What follows belongs to an exercise in optimizing a design on an open flow for small area, a short achievable clock period and few clock cycles per item; a production flow would make more cautious choices. In this exercise RTL edits were held to simulation tests only and were not proved equivalent to the original. Power figures rest on the tool's default switching activity, not on a simulated workload.

// hash_search
module hash_search (
    input  logic                                  clk,
    input  logic                                  reset,
    input  logic                                  load_valid,
    input  logic [hash_search_pkg::pattern_w-1:0] load_data,
    input  logic                                  query_start,
    input  logic [hash_search_pkg::pattern_w-1:0] query_data,
    output logic                                  busy,
    output logic                                  done,
    output logic [1:0]                            match_count,
    output logic [hash_search_pkg::pattern_w-1:0] match0,
    output logic [hash_search_pkg::pattern_w-1:0] match1,
    output logic [hash_search_pkg::pattern_w-1:0] match2,
    output logic [3:0]                            dist0,
    output logic [3:0]                            dist1,
    output logic [3:0]                            dist2
);
    localparam int rw = hash_search_pkg::row_w;
    localparam int fw = hash_search_pkg::fill_w;
    localparam int ew = hash_search_pkg::elem_w;
    localparam int lw = hash_search_pkg::list_w;
    localparam int kw = hash_search_pkg::key_w;
    logic          busy_q;
    logic          rank_q;      
    logic          done_q;
    logic          store_full;
  ...
==> flow/config.mk <==
export PLATFORM = sky130hd
export DESIGN_NAME = hash_search
export DESIGN_NICKNAME = hash_search
export VERILOG_FILES = /design/flow/design.v
export SDC_FILE = /design/flow/constraint.sdc
export NUM_CORES = 4
export LEC_CHECK = 0
export CAP_MARGIN = 20
export CELL_PAD_IN_SITES_DETAIL_PLACEMENT = 0
export CELL_PAD_IN_SITES_GLOBAL_PLACEMENT = 1
export CORE_MARGIN = 2
export CORE_UTILIZATION = 50
export CTS_BUF_LIST = sky130_fd_sc_hd__clkbuf_4 sky130_fd_sc_hd__clkbuf_8
export PLACE_DENSITY = 0.7
export SETUP_SLACK_MARGIN = 5
export SLEW_MARGIN = 20
==> flow/constraint.sdc <==
create_clock -name core_clock -period 10.0 [get_ports {clk}]
set_input_delay 2.0000 -clock core_clock [delete_from_list [all_inputs] [get_ports {clk}]]
set_output_delay 2.0000 -clock core_clock [all_outputs]
set_load 0.01 [all_outputs]
run.sh (not shown) runs the stock make flow with config.mk's settings and CLKGATE_MAP_FILE= SYNTH_SCRIPT=/design/flow/synth_recipe.tcl, a recipe that flattens the netlist after the stock synthesis.
Testbench counts at the start, summed over its fixed seeds: cycles 8,795, queries 2,400.
Edit:
- CELL_PAD_IN_SITES_DETAIL_PLACEMENT: 0 -> 1
- CELL_PAD_IN_SITES_GLOBAL_PLACEMENT: 1 -> 2
- PLACE_DENSITY: 0.7 -> 0.62
Result: The changed run ran to the end with no violations. Maximum frequency went up by 0.39%. Via count increases by 3.4%. Clock power went up by about 1%. Routed wire length came out higher by 9.7%. Sequential share of layout area goes down by 0.66 points.

---

Starting RTL as in the previous note.
Settings: LEC_CHECK=0, CAP_MARGIN=20, CELL_PAD_IN_SITES_DETAIL_PLACEMENT=1, CELL_PAD_IN_SITES_GLOBAL_PLACEMENT=2, CORE_MARGIN=2, CORE_UTILIZATION=50, PLACE_DENSITY=0.62, SETUP_SLACK_MARGIN=5, SLEW_MARGIN=20; clock period 10.0 ns.
Testbench counts at the start, summed over its fixed seeds: cycles 8,795, queries 2,400.
Edit:
--- a/flow/config.mk
+++ b/flow/config.mk
@@ -7,0 +8 @@
+export ABC_AREA = 1
@@ -12,0 +14 @@
+export CTS_BUF_LIST = sky130_fd_sc_hd__clkbuf_4 sky130_fd_sc_hd__clkbuf_8
Effect:
- die area is about the same
- combinational power shrinks by 28%
- global-route usage went down by 1.4 points
- count of clock-buffer cells in the layout came out higher by 288
- final cell count came out higher by 20%
- wire length decreases by 5.3%
Edit:
--- a/flow/config.mk
+++ b/flow/config.mk
@@ -8 +7,0 @@
-export ABC_AREA = 1
@@ -13 +12 @@
-export CORE_UTILIZATION = 50
+export CORE_UTILIZATION = 55
@@ -15 +14 @@
-export PLACE_DENSITY = 0.62
+export PLACE_DENSITY = 0.66
After rerunning:
- The changed run completed with no timing, DRC or antenna violations
- utilization is higher by 7.5 points
- worst setup slack got worse by 0.21 ns
- hold slack is better by 0.016 ns
- via count came out higher by 1.4%
- combinational power increases by 34%

---

Another version of the RTL of hash_search (not shown whole).
For scale: roughly 2,600 flip-flops, ~60 I/O pins, ~0.11 mm^2 of cells after synthesis.
## hash_search
module hash_search (
    input  logic                                  clk,
    input  logic                                  reset,
    input  logic                                  load_valid,
    input  logic [hash_search_pkg::pattern_w-1:0] load_data,
    input  logic                                  query_start,
    input  logic [hash_search_pkg::pattern_w-1:0] query_data,
    output logic                                  busy,
    output logic                                  done,
    output logic [1:0]                            match_count,
    output logic [hash_search_pkg::pattern_w-1:0] match0,
    output logic [hash_search_pkg::pattern_w-1:0] match1,
    output logic [hash_search_pkg::pattern_w-1:0] match2,
    output logic [3:0]                            dist0,
    output logic [3:0]                            dist1,
    output logic [3:0]                            dist2
);
    localparam int rw = hash_search_pkg::row_w;
    localparam int fw = hash_search_pkg::fill_w;
    localparam int ew = hash_search_pkg::elem_w;
    localparam int lw = hash_search_pkg::list_w;
    localparam int kw = hash_search_pkg::key_w;
    localparam int ng = hash_search_pkg::group_count;
    localparam int iw = 17 * ew;     
    logic          busy_q;
    logic          rank_q;      
    logic          done_q;
    logic          store_full;
    logic [7:0]    store_count;
    logic          load_ok;
    logic          query_ok;
    logic          store_write;
    logic [rw-1:0] row_lo, row_hi;
    logic [fw-1:0] fill_lo, fill_hi;
    logic [iw-1:0] items_lo, items_hi;
    logic [iw-1:0] items_lo_q, items_hi_q;
    logic [7:0]    key_q;
    assign busy        = busy_q;
    assign done        = done_q;
    assign load_ok     = load_valid && !busy_q;
    assign query_ok    = query_start && !busy_q;
    assign store_write = load_ok && !store_full;
    always_ff @(posedge clk)
    begin
        if (reset)
        begin
            busy_q <= 1'b0;
            rank_q <= 1'b0;
            done_q <= 1'b0;
        end
        else
        begin
            busy_q <= query_ok || rank_q;
            rank_q <= query_ok;
            done_q <= rank_q;
        end
    end
    always_ff @(posedge clk)
    begin
        if (reset)
        begin
  ...
==> flow/config.mk <==
export PLATFORM = sky130hd
export DESIGN_NAME = hash_search
export DESIGN_NICKNAME = hash_search
export VERILOG_FILES = /design/flow/design.v
export SDC_FILE = /design/flow/constraint.sdc
export NUM_CORES = 4
export LEC_CHECK = 0
export CAP_MARGIN = 20
export CELL_PAD_IN_SITES_DETAIL_PLACEMENT = 1
export CELL_PAD_IN_SITES_GLOBAL_PLACEMENT = 2
export CORE_MARGIN = 2
export CORE_UTILIZATION = 50
export CTS_BUF_LIST = sky130_fd_sc_hd__clkbuf_4 sky130_fd_sc_hd__clkbuf_8
export PLACE_DENSITY = 0.62
export SETUP_SLACK_MARGIN = 5
export SLEW_MARGIN = 20
==> flow/constraint.sdc <==
create_clock -name core_clock -period 10.0 [get_ports {clk}]
set_input_delay 2.0000 -clock core_clock [delete_from_list [all_inputs] [get_ports {clk}]]
set_output_delay 2.0000 -clock core_clock [all_outputs]
set_load 0.01 [all_outputs]
The baseline produced a clean layout.
Testbench counts at the start, summed over its fixed seeds: cycles 8,795, queries 2,400.
==> next run, changes <==
ABC_AREA = 1   (was unset)
CELL_PAD_IN_SITES_DETAIL_PLACEMENT = 0   (was 1)
CELL_PAD_IN_SITES_GLOBAL_PLACEMENT = 1   (was 2)
PLACE_DENSITY = 0.7   (was 0.62)
=> Flip-flop and latch count is unchanged. Synthesized cell count rises by about 25%. Utilization stays flat. Die area drops by about 0.5%. Global-route usage went down by 3.9 points. Total power shrinks by about 13%.

## static timing again, ports no longer ideal
Ports are ideal in the flow. The routed layouts listed here were re-timed in OpenROAD. Step 1: set_driving_cell puts a clkbuf_16 on clk and a buf_2 on each other input, an assumption about the parent block. Step 2 moves the port delays by t, midway between the first and last clock arrival at a register: inputs arrive t later, outputs are due t later. That takes back most of the time a late clock gives input paths. Slacks: no drivers / after step 1 / after step 2; pairs: no drivers / after step 1.
run	t (ns)	setup WS [ns]	worst setup path after step 2	worst slew at a driven data input, ns	cell pins on the clock port's net
the first run of note 1	1.129	4.841 / 4.841 / 3.904	input to register	0.05	1
the second run of note 1	1.200	4.861 / 4.861 / 3.790	input to register	0.15	1
the first run of note 2	0.980	4.907 / 4.890 / 3.911	input to register	0.17	1
the second run of note 2	1.169	4.997 / 5.052 / 3.883	input to register	0.04	1
the third run of note 2	1.157	4.784 / 4.784 / 3.705	input to register	0.13	1
the first run of note 3	1.163	4.913 / 4.957 / 3.795	input to register	0.18	1
the second run of note 3	1.176	4.982 / 5.041 / 3.865	input to register	0.11	1
After both steps setup and hold are still met in every run listed. For the first run of note 3, which loses most, drivers alone change the setup slack by +0.044 ns; drivers and shift together by -1.118 ns.
